Source: an optimization exercise on an open RTL-to-GDS flow (aim: a short achievable clock period and few clock cycles). Production flows keep margins and buffers that such runs may drop.
Function was checked by simulation only, so behaviour that the tests miss may differ from the original.
Power figures rest on the tool's default switching activity, not on a simulated workload.

**design/flow/run.sh**
```bash
#!/bin/bash
# synth_recipe.tcl (not shown) runs the flow's synth.tcl, then flattens the netlist and writes it again
# the make line also repeats each setting of config.mk as NAME=value (left out here)
make -C /OpenROAD-flow-scripts/flow DESIGN_CONFIG=/design/flow/config.mk WORK_HOME=/design/flow/orfs CLKGATE_MAP_FILE= SYNTH_SCRIPT=/design/flow/synth_recipe.tcl finish
```
**design/flow/config.mk**
```make
export PLATFORM = sky130hd
export DESIGN_NAME = cache_top
export DESIGN_NICKNAME = cache_top
export VERILOG_FILES = /design/flow/design.v
export SDC_FILE = /design/flow/constraint.sdc
export NUM_CORES = 4
export LEC_CHECK = 0
export ABC_CLOCK_PERIOD_IN_PS = 2500
export CAP_MARGIN = 20
export CORE_MARGIN = 2
export CORE_UTILIZATION = 40
export SETUP_SLACK_MARGIN = 4.2
export SLEW_MARGIN = 20
```
**design/flow/constraint.sdc**
```tcl
create_clock -name core_clock -period 7.0 [get_ports {clk}]
set_input_delay 1.4000 -clock core_clock [delete_from_list [all_inputs] [get_ports {clk}]]
set_output_delay 1.4000 -clock core_clock [all_outputs]
set_load 0.01 [all_outputs]
```
**design/flow/design.v**
```verilog
package cache_pkg;
	typedef logic [16-1:0]   word_t;
	typedef logic [9-1:0]    tag_t;
	typedef logic [3-1:0]  index_t;
	typedef logic [3-1:0] offset_t;
	typedef union packed {
		word_t [8-1:0]          words;
		logic [(8 * 16)/8-1:0][7:0]        bytes;
	} line_u;
	typedef struct packed {
		logic                     valid;    
		logic                     write;
		logic [16-1:0] addr;
		word_t                    wdata;
		logic [1:0]               byte_en;  
	} cpu_req_t;
	typedef struct packed {
		logic  valid;
		word_t rdata;     
	} cpu_rsp_t;
	typedef struct packed {
		logic                     valid;
		logic                     write;    
		logic [16-1:0] addr;     
		line_u                    data;
	} pmem_req_t;
	typedef struct packed {
		logic  ack;
		line_u data;      
	} pmem_rsp_t;
	typedef struct packed {
		logic                   load_req;
		logic [2-1:0] way_we;
		logic                   fill_sel;   
		logic                   dirty_in;
		logic                   wb_way;
	} dp_ctrl_t;
	typedef struct packed {
		logic [2-1:0] hit;
		logic [2-1:0] valid;
		logic [2-1:0] dirty;
		logic                   req_write;
		index_t                 req_index;
	} dp_status_t;
endpackage
`timescale 1ns/1ps
module cache_top (
	input  logic                      clk,
	input  logic                      rst_n,
	input  logic                      cpu_req_valid,
	input  logic                      cpu_req_write,
	input  logic [16-1:0]  cpu_req_addr,
	input  logic [16-1:0]  cpu_req_wdata,
	input  logic [1:0]                cpu_req_byte_en,
	output logic                      cpu_rsp_valid,
	output logic [16-1:0]  cpu_rsp_rdata,
	output logic                      credit,
	output logic                      pmem_req_valid,
	output logic                      pmem_req_write,
	output logic [16-1:0]  pmem_req_addr,
	output logic [(8 * 16)-1:0]  pmem_req_data,
	input  logic                      pmem_rsp_ack,
	input  logic [(8 * 16)-1:0]  pmem_rsp_data
);
	localparam int LW = (8 * 16);
	localparam int TW = 9;
	localparam int NS = (1 << 3);
	typedef enum logic [1:0] {
		S_IDLE,      
		S_WB,        
		S_FILL,      
		S_COMMIT     
	} state_e;
	state_e state_q;
	logic [LW-1:0] data_q [2][NS];
	logic [TW-1:0] tag_q  [2][NS];
	logic [NS-1:0] valid_q [2];
	logic [NS-1:0] dirty_q [2];
	logic [NS-1:0] lru_q;           
	logic          req_write_q;
	logic [15:0]   req_addr_q;
	logic [15:0]   req_wdata_q;
	logic [1:0]    req_be_q;
	logic          way_q;           
	logic          rsp_q;
	logic          credit_q;
	logic [15:0]   rdata_q;
	logic          pv_q;
	logic          pw_q;
	logic [11:0]   pa_q;
	logic [LW-1:0] pd_q;
	assign cpu_rsp_valid  = rsp_q;
	assign credit         = credit_q;
	assign cpu_rsp_rdata  = rdata_q;
	assign pmem_req_valid = pv_q;
	assign pmem_req_write = pw_q;
	assign pmem_req_addr  = {pa_q, 4'h0};
	assign pmem_req_data  = pd_q;
	logic [NS-1:0] vic_way;
	logic [NS-1:0] vic_dirty;
	logic [LW-1:0] vic_line [NS];
	logic [TW-1:0] vic_tag  [NS];
	always_comb begin
		for (int s = 0; s < NS; s++) begin
			if (!valid_q[0][s])      vic_way[s] = 1'b0;
			else if (!valid_q[1][s]) vic_way[s] = 1'b1;
			else                     vic_way[s] = lru_q[s];
			vic_dirty[s] = vic_way[s] ? (valid_q[1][s] && dirty_q[1][s])
			                          : (valid_q[0][s] && dirty_q[0][s]);
			vic_line[s]  = vic_way[s] ? data_q[1][s] : data_q[0][s];
			vic_tag[s]   = vic_way[s] ? tag_q[1][s] : tag_q[0][s];
		end
	end
	logic [TW-1:0] in_tag;
	logic [2:0]    in_idx;
	logic [2:0]    in_off;
	logic [NS-1:0] in_sel [2];      
	logic          in_hit0, in_hit1, in_hit;
	logic [15:0]   in_word;
	assign in_tag = cpu_req_addr[15:7];
	assign in_idx = cpu_req_addr[6:4];
	assign in_off = cpu_req_addr[3:1];
	always_comb begin
		in_word = '0;
		for (int w = 0; w < 2; w++) begin
			for (int s = 0; s < NS; s++) begin
				in_sel[w][s] = valid_q[w][s] && (tag_q[w][s] == in_tag) && (in_idx == 3'(s));
				in_word = in_word | ({16{in_sel[w][s]}} & data_q[w][s][in_off*16 +: 16]);
			end
		end
	end
	assign in_hit0 = |in_sel[0];
	assign in_hit1 = |in_sel[1];
	assign in_hit  = in_hit0 || in_hit1;
	logic [TW-1:0] r_tag;
	logic [2:0]    r_idx;
	logic [2:0]    r_off;
	assign r_tag = req_addr_q[15:7];
	assign r_idx = req_addr_q[6:4];
	assign r_off = req_addr_q[3:1];
	always_ff @(posedge clk or negedge rst_n) begin
		if (!rst_n) begin
			state_q  <= S_IDLE;
			rsp_q    <= 1'b0;
			credit_q <= 1'b0;
			pv_q     <= 1'b0;
		end else begin
			rsp_q    <= 1'b0;
			credit_q <= 1'b0;
			case (state_q)
				S_IDLE: begin
					if (cpu_req_valid) begin
						if (in_hit) begin
							rsp_q    <= 1'b1;
							credit_q <= 1'b1;
							state_q  <= S_COMMIT;
						end else begin
							pv_q     <= 1'b1;
							state_q  <= vic_dirty[in_idx] ? S_WB : S_FILL;
						end
					end
				end
				S_WB: begin
					if (pmem_rsp_ack) state_q <= S_FILL;
				end
				S_FILL: begin
					if (pmem_rsp_ack) begin
						pv_q     <= 1'b0;
						rsp_q    <= 1'b1;
						credit_q <= 1'b1;
						state_q  <= S_COMMIT;
					end
				end
				S_COMMIT: begin
					state_q <= S_IDLE;
				end
				default: state_q <= S_IDLE;
			endcase
		end
	end
	always_ff @(posedge clk) begin
		case (state_q)
			S_IDLE: begin
				req_write_q <= cpu_req_write;
				req_addr_q  <= cpu_req_addr;
				req_wdata_q <= cpu_req_wdata;
				req_be_q    <= cpu_req_byte_en;
				rdata_q     <= in_word;
				way_q       <= in_hit ? in_hit1 : vic_way[in_idx];
				pw_q        <= vic_dirty[in_idx];
				pa_q        <= vic_dirty[in_idx] ? {vic_tag[in_idx], in_idx} : cpu_req_addr[15:4];
				pd_q        <= vic_line[in_idx];
			end
			S_WB: begin
				if (pmem_rsp_ack) begin
					pw_q <= 1'b0;
					pa_q <= req_addr_q[15:4];
				end
			end
			S_FILL: begin
				if (pmem_rsp_ack) rdata_q <= pmem_rsp_data[r_off*16 +: 16];
			end
			default: ;
		endcase
	end
	logic [NS-1:0] sel [2];
	logic [15:0]   wr_byte;         
	for (genvar w = 0; w < 2; w++) begin : g_sel
		for (genvar s = 0; s < NS; s++) begin : g_set
			assign sel[w][s] = (way_q == w[0]) && (r_idx == s[2:0]);
		end
	end
	for (genvar k = 0; k < 16; k++) begin : g_byte
		assign wr_byte[k] = req_write_q && req_be_q[k % 2] && (r_off == 3'(k / 2));
	end
	logic fill_we;
	assign fill_we = state_q == S_FILL && pmem_rsp_ack;
	always_ff @(posedge clk) begin
		for (int w = 0; w < 2; w++) begin
			for (int s = 0; s < NS; s++) begin
				if (fill_we && sel[w][s]) begin
					data_q[w][s] <= pmem_rsp_data;
					tag_q[w][s]  <= r_tag;
				end
				if (state_q == S_COMMIT && sel[w][s]) begin
					for (int k = 0; k < 16; k++) begin
						if (wr_byte[k]) data_q[w][s][k*8 +: 8] <= req_wdata_q[(k % 2)*8 +: 8];
					end
				end
			end
		end
	end
	always_ff @(posedge clk or negedge rst_n) begin
		if (!rst_n) begin
			valid_q[0] <= '0;
			valid_q[1] <= '0;
			dirty_q[0] <= '0;
			dirty_q[1] <= '0;
		end else begin
			for (int w = 0; w < 2; w++) begin
				for (int s = 0; s < NS; s++) begin
					if (fill_we && sel[w][s]) begin
						valid_q[w][s] <= 1'b1;
						dirty_q[w][s] <= 1'b0;
					end
					if (state_q == S_COMMIT && sel[w][s] && req_write_q) dirty_q[w][s] <= 1'b1;
				end
			end
		end
	end
	always_ff @(posedge clk or negedge rst_n) begin
		if (!rst_n) begin
			lru_q <= '0;
		end else if (state_q == S_COMMIT) begin
			lru_q[r_idx] <= !way_q;
		end
	end
endmodule
```
==> flow_results.xml, run 1 <==
<?xml version="1.0" encoding="UTF-8"?>
<metrics>
  <group name="worst_setup_path">
    <metric name="startpoint_type" unit="">flip-flop</metric>
    <metric name="cp_cell_sequence" unit="">buf_2</metric>
    <metric name="cp_slowest_stage_delay" unit="ns">0.69</metric>
    <metric name="crit-reg2reg-capture" unit="">pd_q[122]</metric>
    <metric name="cp.buffers_inverters" unit="">1</metric>
    <metric name="criticalPathCategory" unit="">reg -&gt; out</metric>
    <metric name="critPathTopFamily" unit="">flip-flops</metric>
    <metric name="worst_ep_arrival_time" unit="ns">1.82</metric>
    <metric name="critical_register_to_register_path_startpoint" unit="">valid_q[1][4]</metric>
    <metric name="timing.critical_path.slowest_stage_cell" unit="">edfxtp_1</metric>
    <metric name="worst-r2r-setup-slack" unit="ns">4.16</metric>
    <metric name="setup.worst_path.end_class" unit="">output pin</metric>
    <metric name="required_time_at_the_worst_slack_endpoint" unit="ns">5.60</metric>
    <metric name="crit_path_max_fanout" unit="">7</metric>
    <metric name="r2r.worst_path.cells" unit="">7</metric>
  </group>
  <group name="floorplanning">
    <metric name="std_cell_core_area" unit="um^2">331000</metric>
    <metric name="floorplan.die.height" unit="um">580</metric>
    <metric name="die_area" unit="um^2">337000</metric>
    <metric name="initial_utilization" unit="%">40.2</metric>
    <metric name="io_pins" unit="">331</metric>
    <metric name="rows" unit="">211</metric>
    <metric name="dieWidth" unit="um">580</metric>
  </group>
  <group name="placed_design">
    <metric name="gp_routability_congestion" unit="">1.00</metric>
    <metric name="numPortBuffers" unit="">325</metric>
    <metric name="dp_hpwl" unit="um">404000</metric>
    <metric name="placement_stage_worst_setup_slack" unit="ns">1.66</metric>
  </group>
  <group name="global_route">
    <metric name="grt_max_degree" unit="">132</metric>
    <metric name="grt.total_usage" unit="%">33.8</metric>
    <metric name="grt_pass1_vias" unit="">104375</metric>
    <metric name="grt_pass1_wl" unit="um">820000</metric>
    <metric name="globalRouteOverflowTotal" unit="">0</metric>
    <metric name="grt_antenna_before_repair" unit="">38</metric>
  </group>
  <group name="detailed_routing">
    <metric name="detail_route.drc_violations" unit="">0</metric>
    <metric name="vias_per_cell" unit="">6.22</metric>
    <metric name="drtPass1Iterations" unit="">7</metric>
    <metric name="wirelength" unit="um">610000</metric>
    <metric name="route.antenna.remaining_nets" unit="">0</metric>
    <metric name="route.vias.total" unit="">114655</metric>
    <metric name="post_drt_wl_per_cell" unit="um">33.1</metric>
    <metric name="drt-initial-drc-count" unit="">15691</metric>
  </group>
  <group name="synth">
    <metric name="seq_area_frac_synth" unit="%">39.3</metric>
    <metric name="synth.largest_area_cell" unit="">dfxtp_1</metric>
    <metric name="synth-async-reset-ratio" unit="%">1.81</metric>
    <metric name="netlist_instances" unit="">13762</metric>
    <metric name="synth_cell_type_count" unit="">64</metric>
    <metric name="synth_edf_count" unit="">336</metric>
    <metric name="synth.ff_latch_count" unit="">2428</metric>
    <metric name="avgSynthCellArea" unit="um^2">9.65</metric>
    <metric name="synth_top_cell_area_share" unit="%">30.9</metric>
    <metric name="yosysWarningCount" unit="">9</metric>
    <metric name="synth_top_flop_cell" unit="">dfxtp_1</metric>
    <metric name="post_synth_instance_area" unit="um^2">133000</metric>
    <metric name="netlist_top_cells_area" unit="">dfxtp_1, mux2i_1, mux4_2</metric>
  </group>
  <group name="min_path">
    <metric name="min_to" unit="">data_q[1][1]</metric>
    <metric name="worstHoldPathCells" unit="">2</metric>
    <metric name="hold_class" unit="">reg -&gt; reg</metric>
    <metric name="worstHoldStart" unit="">data_q[1][1]</metric>
  </group>
  <group name="timing">
    <metric name="worst_slew_pin_slew" unit="ns">1.17</metric>
    <metric name="final.period_utilization" unit="%">46.0</metric>
    <metric name="setup_viol" unit="">0</metric>
    <metric name="setup-tns-final" unit="ns">0</metric>
    <metric name="worst_clock_skew" unit="ns">0.0666</metric>
    <metric name="max-slew-margin-rel" unit="%">22.3</metric>
    <metric name="finalHoldViolations" unit="">0</metric>
    <metric name="final_worst_setup_slack" unit="ns">3.78</metric>
    <metric name="timing_max_transition_violations_final" unit="">0</metric>
    <metric name="period_needed" unit="ns">3.22</metric>
    <metric name="setup_repair_after_global_routing_missed_its_margin" unit="">yes</metric>
    <metric name="max_clock_freq" unit="GHz">0.311</metric>
  </group>
  <group name="finish">
    <metric name="sequential_cell_area" unit="um^2">52200</metric>
    <metric name="design.final.nets" unit="">14007</metric>
    <metric name="multi_input_area" unit="um^2">76400</metric>
    <metric name="fillerInstances" unit="">30518</metric>
    <metric name="area_growth_syn_to_layout" unit="%">18.4</metric>
    <metric name="layout-drive-gt1-share" unit="%">17.2</metric>
  </group>
  <group name="clock_network">
    <metric name="cts.clk_slew.worst_paths" unit="ns">0.06</metric>
    <metric name="cts_buffer_depth" unit="">4</metric>
    <metric name="cts_max_level" unit="">5</metric>
    <metric name="clk_root_buffer_cell" unit="">clkbuf_16</metric>
    <metric name="clock_sinks" unit="">2428</metric>
    <metric name="cts_made_buffers" unit="">275</metric>
    <metric name="cts_tree" unit="">done</metric>
    <metric name="cts-hold-fix-buffers" unit="">0</metric>
    <metric name="insertion_delay" unit="ns">0.91</metric>
  </group>
  <group name="flow_run">
    <metric name="max-cap-violations" unit="">0</metric>
  </group>
  <group name="run_status">
    <metric name="outcome" unit="">timing/DRC/antenna clean</metric>
  </group>
  <group name="power">
    <metric name="vdd.ir_drop.worst" unit="mV">0.294</metric>
    <metric name="cellPowerDensity" unit="nW/um^2">405</metric>
    <metric name="p_leak" unit="nW">62.2</metric>
  </group>
</metrics>
==> worst max-delay path by stage <==
| stage | start | end | slack, ns | depth (start not counted) |
|---|---|---|---|---|
| 2_1_floorplan | cpu_req_addr[1] | rdata_q[11] | 3.48 | 8 |
| 3_3_place_gp | cpu_req_addr[4] | rdata_q[4] | 1.68 | 8 |
| 3_5_place_dp | cpu_req_addr[4] | rdata_q[0] | 1.66 | 7 |
| 4_1_cts | rdata_q[2] | cpu_rsp_rdata[2] | 3.81 | 1 |
| 5_1_grt | pd_q[64] | pmem_req_data[64] | 3.74 | 1 |
| 6_report | rdata_q[3] | cpu_rsp_rdata[3] | 3.78 | 1 |
==> kinds of logic (layout without fill, tap and decap cells) <==
logic type | count (synthesis) | count (layout) | share of synthesized area [%]
flops | 2428 | 2428 | 39.3
simple gates | 2989 | 3001 | 9.13
fa+ha+maj | 10 | 10 | 0.0942
buf+inv | 1503 | 1761 | 4.66
other cells | 1 | 31 | 0.00282
mux | 3874 | 3874 | 34.4
compound gates | 2813 | 2814 | 11.5
xor+xnor | 144 | 144 | 0.949
==> Yosys cell counts (all sizes together) (5+ instances only) <==
cell type and n:
clkbuf 1078, nand2 1894, mux2 40, a21o 9, xnor2 98, nand4 30, or3 17, ha 10
nor2b 9, a21oi 435, dfrtp 44, nand2b 8, or4 141, mux4 546, nor4 19, a22o 12
and3 7, o221ai 12, o21ai 1569, o41a 5, inv 31, xor2 46, nor3 21, o31a 11
mux2i 3288, buf 392, a211oi 9, nor2 792, dfxtp 2048, edfxtp 336, o22ai 634, nand3 29
a31oi 97
==> metal layers <==
layer	up-vias	wire, um	share of wire, %	track usage [%]
met1	55770	231000	38	43.2
met4	20	61900	10	29.1
met2	7126	250000	41	48.7
met3	1535	66000	11	6.80
li1	50204	-	-	-
met5	-	805	0.13	0
==> registers in the layout, summed over array words and instances, names as in the netlist <==
name and cells:
tag_q 144, req_addr_q 15, lru_q 8, req_write_q 1, dirty_q 16, valid_q 16
pw_q 1, rdata_q 16, req_wdata_q 16, state_q 2, data_q 2048, pv_q 1
way_q 1, pa_q 12, pd_q 128, req_be_q 2, credit_q 1
==> power breakdown <==
group	switching, mW	internal, mW
logic	13.4	10.2
registers	5.10	20.4
clock network	6.31	8.24
==> cells in the final DEF, fill, tap and decap left out, drive strengths merged, types with 5 or more instances in the layout <==
cell	n
a211oi	9
a21o	9
a21oi	435
a22o	12
a31oi	97
and3	7
buf	1038
bufbuf	17
bufinv	7
clkbuf	440
clkdlybuf4s50	148
clkinv	60
dfrtp	44
dfxtp	2048
diode	27
edfxtp	336
ha	10
inv	48
mux2	40
mux2i	3288
mux4	546
nand2	1904
nand2b	8
nand3	29
nand4	30
nor2	792
nor2b	9
nor3	21
nor4	19
o21ai	1569
o221ai	12
o22ai	634
o31a	11
o41a	5
or3	18
or4	141
xnor2	98
xor2	46
==> stage by stage <==
stage | instance area, um^2 | power [mW] | hold slack (ns) | cells | utilization, %
global placement | 141000 | 46.7 | 0.476 | 17506 | 42.5
global route | 157000 | 65.7 | 0.512 | 18404 | 47.6
finish | 157000 | 63.7 | 0.497 | 18429 | 47.6
detailed placement | 141000 | 47.2 | 0.482 | 17506 | 42.6
floorplan | 135000 | 38.1 | 0.432 | 13765 | -
CTS | 154000 | 62.2 | 0.490 | 18258 | 46.7
==> cell type report <==
class	instances	area share [%]
tap	4366	3.47
multi-input combinational	9847	48.6
timing repair inverter	11	0.0819
antenna	27	0.0430
clock buffer	410	5.15
inverter	33	0.168
sequential	2428	33.2
timing repair buffer	1234	8.96
clock inverter	73	0.366
==> timing repair <==
action	CTS	global route
endpoints found under the setup margin	2536	1285
pin swaps	45	63
gates resized for setup	1249	259
cloned	67	33
setup buffers	202	111
Testbench counts, summed over its fixed seeds: cycles 79,926.
==> inputs of run 2 (changes only) <==
--- a/design/flow/design.v
+++ b/design/flow/design.v
@@ -114,9 +114,11 @@
 	logic [TW-1:0] in_tag;
 	logic [2:0]    in_idx;
 	logic [2:0]    in_off;
+	logic          idle;
 	logic [NS-1:0] in_sel [2];      
 	logic          in_hit0, in_hit1, in_hit;
 	logic [15:0]   in_word;
+	assign idle   = state_q == S_IDLE;
 	assign in_tag = cpu_req_addr[15:7];
 	assign in_idx = cpu_req_addr[6:4];
 	assign in_off = cpu_req_addr[3:1];
@@ -178,30 +180,23 @@
 			endcase
 		end
 	end
+	logic wb_open;
+	assign wb_open = state_q == S_WB && !pmem_rsp_ack;
 	always_ff @(posedge clk) begin
-		case (state_q)
-			S_IDLE: begin
-				req_write_q <= cpu_req_write;
-				req_addr_q  <= cpu_req_addr;
-				req_wdata_q <= cpu_req_wdata;
-				req_be_q    <= cpu_req_byte_en;
-				rdata_q     <= in_word;
-				way_q       <= in_hit ? in_hit1 : vic_way[in_idx];
-				pw_q        <= vic_dirty[in_idx];
-				pa_q        <= vic_dirty[in_idx] ? {vic_tag[in_idx], in_idx} : cpu_req_addr[15:4];
-				pd_q        <= vic_line[in_idx];
-			end
-			S_WB: begin
-				if (pmem_rsp_ack) begin
-					pw_q <= 1'b0;
-					pa_q <= req_addr_q[15:4];
-				end
-			end
-			S_FILL: begin
-				if (pmem_rsp_ack) rdata_q <= pmem_rsp_data[r_off*16 +: 16];
-			end
-			default: ;
-		endcase
+		rdata_q <= (state_q == S_FILL) ? pmem_rsp_data[r_off*16 +: 16] : in_word;
+		pd_q    <= idle ? vic_line[in_idx] : vic_line[r_idx];
+		if (idle) begin
+			req_write_q <= cpu_req_write;
+			req_addr_q  <= cpu_req_addr;
+			req_wdata_q <= cpu_req_wdata;
+			req_be_q    <= cpu_req_byte_en;
+			way_q       <= in_hit ? in_hit1 : vic_way[in_idx];
+			pw_q        <= vic_dirty[in_idx];
+			pa_q        <= vic_dirty[in_idx] ? {vic_tag[in_idx], in_idx} : cpu_req_addr[15:4];
+		end else begin
+			pw_q        <= wb_open;
+			pa_q        <= wb_open ? {vic_tag[r_idx], r_idx} : req_addr_q[15:4];
+		end
 	end
 	logic [NS-1:0] sel [2];
 	logic [15:0]   wr_byte;         
@@ -215,6 +210,19 @@
 	end
 	logic fill_we;
 	assign fill_we = state_q == S_FILL && pmem_rsp_ack;
+	logic [NS-1:0] csel_q [2];
+	always_ff @(posedge clk or negedge rst_n) begin
+		if (!rst_n) begin
+			csel_q[0] <= '0;
+			csel_q[1] <= '0;
+		end else begin
+			for (int w = 0; w < 2; w++) begin
+				for (int s = 0; s < NS; s++) begin
+					csel_q[w][s] <= (idle && cpu_req_valid && in_sel[w][s]) || (fill_we && sel[w][s]);
+				end
+			end
+		end
+	end
 	always_ff @(posedge clk) begin
 		for (int w = 0; w < 2; w++) begin
 			for (int s = 0; s < NS; s++) begin
@@ -222,7 +230,7 @@
 					data_q[w][s] <= pmem_rsp_data;
 					tag_q[w][s]  <= r_tag;
 				end
-				if (state_q == S_COMMIT && sel[w][s]) begin
+				if (csel_q[w][s]) begin
 					for (int k = 0; k < 16; k++) begin
 						if (wr_byte[k]) data_q[w][s][k*8 +: 8] <= req_wdata_q[(k % 2)*8 +: 8];
 					end
@@ -243,7 +251,7 @@
 						valid_q[w][s] <= 1'b1;
 						dirty_q[w][s] <= 1'b0;
 					end
-					if (state_q == S_COMMIT && sel[w][s] && req_write_q) dirty_q[w][s] <= 1'b1;
+					if (csel_q[w][s] && req_write_q) dirty_q[w][s] <= 1'b1;
 				end
 			end
 		end
--- a/design/flow/config.mk
+++ b/design/flow/config.mk
@@ -8,6 +8,8 @@
 export ABC_CLOCK_PERIOD_IN_PS = 2500
 export CAP_MARGIN = 20
 export CORE_MARGIN = 2
-export CORE_UTILIZATION = 40
+export CORE_UTILIZATION = 45
+export CTS_CLUSTER_DIAMETER = 150
+export CTS_CLUSTER_SIZE = 40
 export SETUP_SLACK_MARGIN = 4.2
 export SLEW_MARGIN = 20
==> run 2 against run 1 <==
  * The flow now stops in global routing
  * Area after synthesis grew 6.5%
  * Synthesized cell count grew 25%
==> flow_results.xml, run 2 <==
<?xml version="1.0" encoding="UTF-8"?>
<metrics>
  <group name="run_status">
    <metric name="outcome" unit="">aborted with a tool error</metric>
    <metric name="last-stage-reached" unit="">global routing</metric>
    <metric name="flow.first_error" unit="">[ERROR GRT-0232] Routing congestion too high. Check the congestion heatmap in the GUI.</metric>
  </group>
  <group name="placed_design">
    <metric name="placement_stage_worst_setup_slack" unit="ns">1.54</metric>
    <metric name="gp_routability_congestion" unit="">1.16</metric>
    <metric name="dp_hpwl" unit="um">624000</metric>
    <metric name="numPortBuffers" unit="">325</metric>
  </group>
  <group name="global_route">
    <metric name="globalRouteOverflowTotal" unit="">10</metric>
    <metric name="grt.total_usage" unit="%">64.6</metric>
    <metric name="grt_max_degree" unit="">93</metric>
  </group>
  <group name="floorplanning">
    <metric name="io_pins" unit="">331</metric>
    <metric name="dieWidth" unit="um">565</metric>
    <metric name="floorplan.die.height" unit="um">565</metric>
    <metric name="rows" unit="">205</metric>
    <metric name="initial_utilization" unit="%">45.3</metric>
  </group>
  <group name="synth">
    <metric name="seq_area_frac_synth" unit="%">36.1</metric>
    <metric name="synth_edf_count" unit="">179</metric>
    <metric name="synth_cell_type_count" unit="">81</metric>
    <metric name="synth.ff_latch_count" unit="">2444</metric>
    <metric name="synth_commonest_cells" unit="">nand2_1, nor2_1, dfxtp_1</metric>
    <metric name="yosysWarningCount" unit="">10</metric>
    <metric name="synth.most_common_cell" unit="">nand2_1</metric>
    <metric name="synth.largest_area_cell" unit="">dfxtp_1</metric>
    <metric name="synth_top_cell_area_share" unit="%">31.2</metric>
    <metric name="netlist_instances" unit="">17145</metric>
    <metric name="post_synth_instance_area" unit="um^2">141000</metric>
    <metric name="netlist_top_cells_area" unit="">dfxtp_1, mux2i_1, nand2_1</metric>
    <metric name="synth-async-reset-ratio" unit="%">2.45</metric>
    <metric name="avgSynthCellArea" unit="um^2">8.25</metric>
    <metric name="synth_top_flop_cell" unit="">dfxtp_1</metric>
  </group>
  <group name="clock_network">
    <metric name="cts_max_level" unit="">3</metric>
    <metric name="clk_root_buffer_cell" unit="">clkbuf_16</metric>
    <metric name="clock_sinks" unit="">2444</metric>
    <metric name="cts_buffer_depth" unit="">4</metric>
    <metric name="cts_made_buffers" unit="">76</metric>
  </group>
</metrics>
-- run 2: cell count changes after synthesis, sizes merged, moves of 117 or more --
cell,change
clkbuf,+258
mux2i,-1590
nand2,+1812
o22ai,-121
or4,-129
a211oi,+129
dfxtp,+157
edfxtp,-157
o21ai,-1367
mux2,+190
a21oi,+244
a31oi,+1465
nor2,+1528
buf,+117
-- run 2: metrics by stage --
stage / instances / cell area, um^2 / power [mW] / utilization [%]
after floorplan: 17148 / 144000 / 46.0 / -
after global placement: 20301 / 148000 / 62.6 / 47.3
after detailed placement: 20306 / 148000 / 63.0 / 47.4
after CTS: 21048 / 165000 / 76.7 / 52.9
-- run 2: how the worst max path moves through the flow --
stage,endpoint,slack (ns),cells past startpoint
4_1_cts,cpu_rsp_valid,3.83,2
3_5_place_dp,data_q[0][20],1.54,9
3_3_place_gp,rdata_q[10],1.50,10
2_1_floorplan,pv_q,3.76,10
-- run 2: logic make-up after synthesis --
logic type,synth area share [%]
flops,36.1
other cells,0.00265
mux,22.7
simple gates,17.8
xor+xnor,0.892
fa+ha+maj,0.0973
buf+inv,5.59
compound gates,16.9
-- run 2: power by group through the flow --
stage	Sequential [mW]	Clock, mW	Combinational, mW
global placement	26.3	0	36.2
detailed placement	26.5	0	36.5
CTS	26.4	7.07	43.3
floorplan	24.4	0	21.6
-- run 2: timing repair --
action                                  4_1_cts
endpoints found under the setup margin     2549
gates resized for setup                    2639
gates cloned                                145
hold buffers                                  0
endpoints found under the hold margin         0
pin swaps                                   214
buffers inserted                            493
-- run 2: routing by layer --
metal	GRT overflow	global-route usage (%)
met2	0	77.6
met3	0	49.2
met4	0	65.9
met5	10	29.8
met1	0	66.0
Testbench counts of run 2, summed over its fixed seeds: cycles 79,926.
==> inputs of run 3 (changes only) <==
==> design/flow/config.mk (replaced) <==
export PLATFORM = sky130hd
export DESIGN_NAME = cache_top
export DESIGN_NICKNAME = cache_top
export VERILOG_FILES = /design/flow/design.v
export SDC_FILE = /design/flow/constraint.sdc
export NUM_CORES = 4
export LEC_CHECK = 0
export ABC_CLOCK_PERIOD_IN_PS = 1500
export CAP_MARGIN = 20
export CORE_MARGIN = 2
export CORE_UTILIZATION = 30
export CTS_CLUSTER_DIAMETER = 150
export CTS_CLUSTER_SIZE = 40
export SETUP_SLACK_MARGIN = 4.1
export SLEW_MARGIN = 20
==> run 3 against run 2 <==
  * The flow again stops in global routing
  * Area after synthesis stayed put
  * Synthesized cell count unchanged
==> flow_results.xml, run 3 <==
<?xml version="1.0" encoding="UTF-8"?>
<metrics>
  <group name="run_status">
    <metric name="outcome" unit="">aborted with a tool error</metric>
    <metric name="last-stage-reached" unit="">global routing</metric>
    <metric name="flow.first_error" unit="">[ERROR GRT-0232] Routing congestion too high. Check the congestion heatmap in the GUI.</metric>
  </group>
  <group name="floorplanning">
    <metric name="rows" unit="">252</metric>
    <metric name="floorplan.die.height" unit="um">691</metric>
    <metric name="dieWidth" unit="um">691</metric>
    <metric name="io_pins" unit="">331</metric>
    <metric name="initial_utilization" unit="%">30.1</metric>
  </group>
  <group name="clock_network">
    <metric name="clk_root_buffer_cell" unit="">clkbuf_16</metric>
    <metric name="cts_buffer_depth" unit="">3</metric>
    <metric name="cts_max_level" unit="">3</metric>
    <metric name="clock_sinks" unit="">2444</metric>
    <metric name="cts_made_buffers" unit="">71</metric>
    <metric name="cts-hold-fix-buffers" unit="">0</metric>
  </group>
  <group name="synth">
    <metric name="synth_top_cell_area_share" unit="%">31.2</metric>
    <metric name="synth_commonest_cells" unit="">nand2_1, nor2_1, dfxtp_1</metric>
    <metric name="seq_area_frac_synth" unit="%">36.1</metric>
    <metric name="synth-async-reset-ratio" unit="%">2.45</metric>
    <metric name="netlist_instances" unit="">17145</metric>
    <metric name="synth.most_common_cell" unit="">nand2_1</metric>
    <metric name="avgSynthCellArea" unit="um^2">8.25</metric>
    <metric name="netlist_top_cells_area" unit="">dfxtp_1, mux2i_1, nand2_1</metric>
    <metric name="synth.ff_latch_count" unit="">2444</metric>
    <metric name="synth.largest_area_cell" unit="">dfxtp_1</metric>
    <metric name="synth_cell_type_count" unit="">81</metric>
    <metric name="synth_edf_count" unit="">179</metric>
    <metric name="synth_top_flop_cell" unit="">dfxtp_1</metric>
    <metric name="post_synth_instance_area" unit="um^2">141000</metric>
    <metric name="yosysWarningCount" unit="">10</metric>
  </group>
  <group name="global_route">
    <metric name="grt_max_degree" unit="">132</metric>
    <metric name="grt.total_usage" unit="%">39.8</metric>
    <metric name="globalRouteOverflowTotal" unit="">1</metric>
  </group>
  <group name="placed_design">
    <metric name="dp_hpwl" unit="um">626000</metric>
    <metric name="numPortBuffers" unit="">325</metric>
    <metric name="gp_routability_congestion" unit="">1.13</metric>
  </group>
</metrics>
run 3: cell counts after synthesis:
No cell type changed its count.
run 3: kinds of logic after synthesis:
logic type	synth area share [%]
and+or+nand+nor	17.8
AOI/OAI and AO/OA	16.9
muxes	22.7
DFF	36.1
buffers and inverters	5.59
xor gates and xnor gates	0.892
adders and majority gates	0.0973
other	0.00265
run 3: metal layers:
layer / GRT usage (%) / overflow
met4: 35.8 / 0
met2: 48.5 / 1
met5: 13.0 / 0
met3: 29.5 / 0
met1: 42.8 / 0
run 3: through the flow:
step / util (%) / instance area (um^2) / setup WS, ns / cells
after floorplan: - / 143000 / 3.76 / 17148
after global placement: 32.0 / 151000 / 1.33 / 22408
after CTS: 34.5 / 162000 / 3.77 / 22922
after detailed placement: 32.0 / 151000 / 1.31 / 22412
run 3: worst max path at each step:
stage                     cells after the start              from             to  slack (ns)
after floorplan                              10   cpu_req_addr[7]           pv_q        3.76
after global placement                        8  cpu_req_addr[12]          rsp_q        1.33
after detailed placement                      8  cpu_req_addr[12]          rsp_q        1.31
after CTS                                    11      pmem_rsp_ack  data_q[6][10]        3.77
run 3: power by group through the flow:
stage	sequential, mW	combinational (mW)	clock [mW]
2_1_floorplan	24.4	21.5	0
3_3_place_gp	26.5	35.9	0
3_5_place_dp	26.7	36.2	0
4_1_cts	26.5	40.7	6.89
run 3: repair_timing:
| action | CTS |
|---|---|
| cloned | 99 |
| gates resized for setup | 1585 |
| endpoints found under the setup margin | 2558 |
| pin swaps | 128 |
| buffers inserted | 315 |
==> inputs of run 4 (changes only) <==
--- a/design/flow/design.v
+++ b/design/flow/design.v
@@ -122,15 +122,23 @@
 	assign in_tag = cpu_req_addr[15:7];
 	assign in_idx = cpu_req_addr[6:4];
 	assign in_off = cpu_req_addr[3:1];
+	logic [63:0]   in_dsel;         
+	logic [15:0]   in_wword [2];
 	always_comb begin
-		in_word = '0;
+		for (int d = 0; d < 64; d++) begin
+			in_dsel[d] = (in_idx == 3'(d / 8)) && (in_off == 3'(d % 8));
+		end
 		for (int w = 0; w < 2; w++) begin
+			in_wword[w] = '0;
+			for (int d = 0; d < 64; d++) begin
+				in_wword[w] = in_wword[w] | ({16{in_dsel[d]}} & data_q[w][d / 8][(d % 8)*16 +: 16]);
+			end
 			for (int s = 0; s < NS; s++) begin
 				in_sel[w][s] = valid_q[w][s] && (tag_q[w][s] == in_tag) && (in_idx == 3'(s));
-				in_word = in_word | ({16{in_sel[w][s]}} & data_q[w][s][in_off*16 +: 16]);
-			end
-		end
-	end
+			end
+		end
+	end
+	assign in_word = in_hit1 ? in_wword[1] : in_wword[0];
 	assign in_hit0 = |in_sel[0];
 	assign in_hit1 = |in_sel[1];
 	assign in_hit  = in_hit0 || in_hit1;
--- a/design/flow/config.mk
+++ b/design/flow/config.mk
@@ -8,7 +8,7 @@
 export ABC_CLOCK_PERIOD_IN_PS = 1500
 export CAP_MARGIN = 20
 export CORE_MARGIN = 2
-export CORE_UTILIZATION = 30
+export CORE_UTILIZATION = 55
 export CTS_CLUSTER_DIAMETER = 150
 export CTS_CLUSTER_SIZE = 40
 export SETUP_SLACK_MARGIN = 4.1
==> run 4 against run 3 <==
  * The flow again stops in global routing
  * Synthesized cell count up 3.3%
  * Area after synthesis down 1.5%
==> flow_results.xml, run 4 <==
<?xml version="1.0" encoding="UTF-8"?>
<metrics>
  <group name="synth">
    <metric name="synth-async-reset-ratio" unit="%">2.45</metric>
    <metric name="synth.largest_area_cell" unit="">dfxtp_1</metric>
    <metric name="netlist_instances" unit="">17712</metric>
    <metric name="yosysWarningCount" unit="">11</metric>
    <metric name="synth_top_cell_area_share" unit="%">31.7</metric>
    <metric name="synth.ff_latch_count" unit="">2444</metric>
    <metric name="synth_commonest_cells" unit="">nand2_1, nor2_1, dfxtp_1</metric>
    <metric name="synth.most_common_cell" unit="">nand2_1</metric>
    <metric name="post_synth_instance_area" unit="um^2">139000</metric>
    <metric name="avgSynthCellArea" unit="um^2">7.86</metric>
    <metric name="synth_top_flop_cell" unit="">dfxtp_1</metric>
    <metric name="seq_area_frac_synth" unit="%">36.6</metric>
    <metric name="synth_edf_count" unit="">179</metric>
    <metric name="synth_cell_type_count" unit="">101</metric>
    <metric name="netlist_top_cells_area" unit="">dfxtp_1, mux2i_1, nand2_1</metric>
  </group>
  <group name="run_status">
    <metric name="last-stage-reached" unit="">global routing</metric>
    <metric name="outcome" unit="">aborted with a tool error</metric>
    <metric name="flow.first_error" unit="">[ERROR GRT-0116] Global routing finished with congestion. Check the congestion regions in the DRC Viewer.</metric>
  </group>
  <group name="global_route">
    <metric name="globalRouteOverflowTotal" unit="">9441</metric>
    <metric name="grt_max_degree" unit="">129</metric>
    <metric name="grt_pass1_vias" unit="">184053</metric>
    <metric name="grt_pass1_wl" unit="um">1790000</metric>
    <metric name="grt.total_usage" unit="%">99.6</metric>
  </group>
  <group name="clock_network">
    <metric name="clock_sinks" unit="">2444</metric>
    <metric name="clk_root_buffer_cell" unit="">clkbuf_16</metric>
    <metric name="cts_max_level" unit="">3</metric>
    <metric name="cts-hold-fix-buffers" unit="">0</metric>
    <metric name="cts_buffer_depth" unit="">3</metric>
    <metric name="cts_made_buffers" unit="">72</metric>
  </group>
  <group name="floorplanning">
    <metric name="rows" unit="">184</metric>
    <metric name="initial_utilization" unit="%">55.3</metric>
    <metric name="dieWidth" unit="um">507</metric>
    <metric name="floorplan.die.height" unit="um">507</metric>
    <metric name="io_pins" unit="">331</metric>
  </group>
  <group name="placed_design">
    <metric name="placement_stage_worst_setup_slack" unit="ns">1.49</metric>
    <metric name="numPortBuffers" unit="">325</metric>
    <metric name="place.detailed.instances" unit="">20117</metric>
    <metric name="dp_hpwl" unit="um">806000</metric>
    <metric name="gp_routability_congestion" unit="">1.44</metric>
  </group>
</metrics>
-- run 4: cell count changes after synthesis, moves of 99 or more --
cell,change
a22oi_1,+677
nand2_1,-353
o22ai_1,-137
buf_4,-99
a21oi_1,+293
buf_2,+125
nand4_1,+117
mux4_2,-499
a31oi_1,-257
mux2i_1,+267
-- run 4: cells by family after synthesis --
family | synth area share, %
AND/OR/NAND/NOR | 19.0
AO/OA/AOI/OAI | 21.5
flip-flops | 36.6
multiplexers | 16.2
buffers and inverters | 5.64
XOR/XNOR | 0.906
adder cells (fa/ha/maj) | 0.0899
other | 0.00269
-- run 4: metal layers --
layer	overflow	global-route usage, %
met1	1950	99.2
met2	3406	104
met3	2045	97.3
met4	1763	97.8
met5	277	89.0
-- run 4: power by group through the flow --
| stage | logic [mW] | clock network, mW | registers, mW |
|---|---|---|---|
| floorplan | 18.0 | 0 | 24.0 |
| global placement | 29.8 | 0 | 31.3 |
| detailed placement | 30.2 | 0 | 31.3 |
| CTS | 33.9 | 6.68 | 31.2 |
-- run 4: how the worst max path moves through the flow --
stage	start	to
2_1_floorplan	cpu_req_addr[6]	rdata_q[8]
3_3_place_gp	cpu_req_addr[2]	rdata_q[2]
3_5_place_dp	cpu_req_addr[2]	rdata_q[2]
4_1_cts	cpu_req_addr[14]	rdata_q[7]
-- run 4: timing repair --
item | 4_1_cts
resized for setup | 1604
endpoints found under the setup margin | 2547
cloned | 129
setup buffers | 603
pin swaps | 238
hold endpoints to repair | 0
-- run 4: per-stage QoR --
step	power [mW]	instance area (um^2)
after global placement	61.1	146000
after detailed placement	61.5	146000
after floorplan	42.0	141000
after CTS	71.8	162000
Testbench counts of run 4, summed over its fixed seeds: cycles 79,926.
==> inputs of run 5 (changes only) <==
--- a/design/flow/config.mk
+++ b/design/flow/config.mk
@@ -8,7 +8,7 @@
 export ABC_CLOCK_PERIOD_IN_PS = 1500
 export CAP_MARGIN = 20
 export CORE_MARGIN = 2
-export CORE_UTILIZATION = 55
+export CORE_UTILIZATION = 40
 export CTS_CLUSTER_DIAMETER = 150
 export CTS_CLUSTER_SIZE = 40
 export SETUP_SLACK_MARGIN = 4.1
==> run 5 against run 4 <==
  * The run again fails in global routing
  * Area after synthesis did not move
  * Synthesized cell count unchanged
==> flow_results.xml, run 5 <==
<?xml version="1.0" encoding="UTF-8"?>
<metrics>
  <group name="placed_design">
    <metric name="numPortBuffers" unit="">325</metric>
    <metric name="placement_stage_worst_setup_slack" unit="ns">1.16</metric>
    <metric name="post_dp_cell_area" unit="um^2">150000</metric>
    <metric name="place.detailed.instances" unit="">21544</metric>
    <metric name="gp_routability_congestion" unit="">1.29</metric>
    <metric name="dp_hpwl" unit="um">1030000</metric>
  </group>
  <group name="run_status">
    <metric name="flow.first_error" unit="">[ERROR GRT-0232] Routing congestion too high. Check the congestion heatmap in the GUI.</metric>
    <metric name="outcome" unit="">aborted with a tool error</metric>
    <metric name="last-stage-reached" unit="">global routing</metric>
  </group>
  <group name="synth">
    <metric name="synth.most_common_cell" unit="">nand2_1</metric>
    <metric name="post_synth_instance_area" unit="um^2">139000</metric>
    <metric name="yosysWarningCount" unit="">11</metric>
    <metric name="netlist_top_cells_area" unit="">dfxtp_1, mux2i_1, nand2_1</metric>
    <metric name="synth_edf_count" unit="">179</metric>
    <metric name="synth_top_cell_area_share" unit="%">31.7</metric>
    <metric name="synth.ff_latch_count" unit="">2444</metric>
    <metric name="netlist_instances" unit="">17712</metric>
    <metric name="synth_commonest_cells" unit="">nand2_1, nor2_1, dfxtp_1</metric>
    <metric name="synth.largest_area_cell" unit="">dfxtp_1</metric>
    <metric name="synth_cell_type_count" unit="">101</metric>
    <metric name="synth_top_flop_cell" unit="">dfxtp_1</metric>
    <metric name="avgSynthCellArea" unit="um^2">7.86</metric>
    <metric name="seq_area_frac_synth" unit="%">36.6</metric>
    <metric name="synth-async-reset-ratio" unit="%">2.45</metric>
  </group>
  <group name="clock_network">
    <metric name="cts_buffer_depth" unit="">4</metric>
    <metric name="clk_root_buffer_cell" unit="">clkbuf_16</metric>
    <metric name="clock_sinks" unit="">2444</metric>
    <metric name="cts_made_buffers" unit="">80</metric>
    <metric name="cts-hold-fix-buffers" unit="">0</metric>
    <metric name="cts_max_level" unit="">3</metric>
  </group>
  <group name="global_route">
    <metric name="grt.total_usage" unit="%">84.0</metric>
    <metric name="globalRouteOverflowTotal" unit="">2</metric>
    <metric name="grt_max_degree" unit="">129</metric>
  </group>
  <group name="floorplanning">
    <metric name="initial_utilization" unit="%">40.2</metric>
    <metric name="dieWidth" unit="um">594</metric>
    <metric name="rows" unit="">216</metric>
    <metric name="floorplan.die.height" unit="um">594</metric>
    <metric name="io_pins" unit="">331</metric>
  </group>
</metrics>
-- run 5: cell counts after synthesis --
Identical to the previous run, type by type.
-- run 5: timing repair --
action                                  CTS
endpoints found under the hold margin     0
gates cloned                            102
pin swaps                               234
setup endpoints to repair              2548
setup buffers                           704
resized for setup                      2179
-- run 5: worst max-delay path by stage --
| stage | start | to | slack (ns) | cells past startpoint |
|---|---|---|---|---|
| 2_1_floorplan | cpu_req_addr[6] | rdata_q[8] | 3.66 | 9 |
| 3_3_place_gp | cpu_req_addr[3] | rdata_q[0] | 1.16 | 10 |
| 3_5_place_dp | cpu_req_addr[3] | rdata_q[0] | 1.16 | 10 |
| 4_1_cts | cpu_req_addr[1] | rdata_q[0] | 3.68 | 12 |
-- run 5: routing by layer --
layer,global-route usage (%),overflow
met4,75.7,1
met2,88.3,0
met1,86.9,0
met3,79.9,1
met5,73.4,0
-- run 5: logic make-up after synthesis --
kind of cell             count (synthesis)  synth area share (%)
multiplexers                          2170                  16.2
XOR/XNOR                               144                 0.906
AO/OA/AOI/OAI                         4519                  21.5
adder cells (fa/ha/maj)                 10                0.0899
other                                    1               0.00269
flip-flops                            2444                  36.6
buffers and inverters                 1924                  5.64
AND/OR/NAND/NOR                       6500                  19.0
-- run 5: power groups by stage --
stage | Clock, mW | Sequential [mW] | Combinational (mW)
4_1_cts | 7.46 | 33.7 | 37.5
3_5_place_dp | 0 | 33.7 | 32.6
3_3_place_gp | 0 | 33.7 | 32.3
2_1_floorplan | 0 | 24.0 | 18.0

==> separate check: timing with driven ports <==
No port has a modelled driver above. Below, the same layout with a new extraction and two added sets of constraints. Step 1: set_driving_cell puts a clkbuf_16 on clk and a buf_2 on each other input, an assumption about the parent block. Step 2 adds t to the input delays and takes it off the output delays; t is the mean of the earliest and latest rising clock arrival at the registers after step 1. Input paths then give back, and output paths get back, about the clock's delay inside the block. Three values: ideal ports, drivers, drivers and shift; two values: the first two.
run: run 1
t (ns): 0.986
setup WS [ns]: 3.781 / 3.541 / 2.555
clock arrival spread, ns: 0.069 / 0.069
After both steps setup and hold are still met in run 1. For run 1, drivers alone change the setup slack by -0.240 ns; drivers and shift together by -1.226 ns.
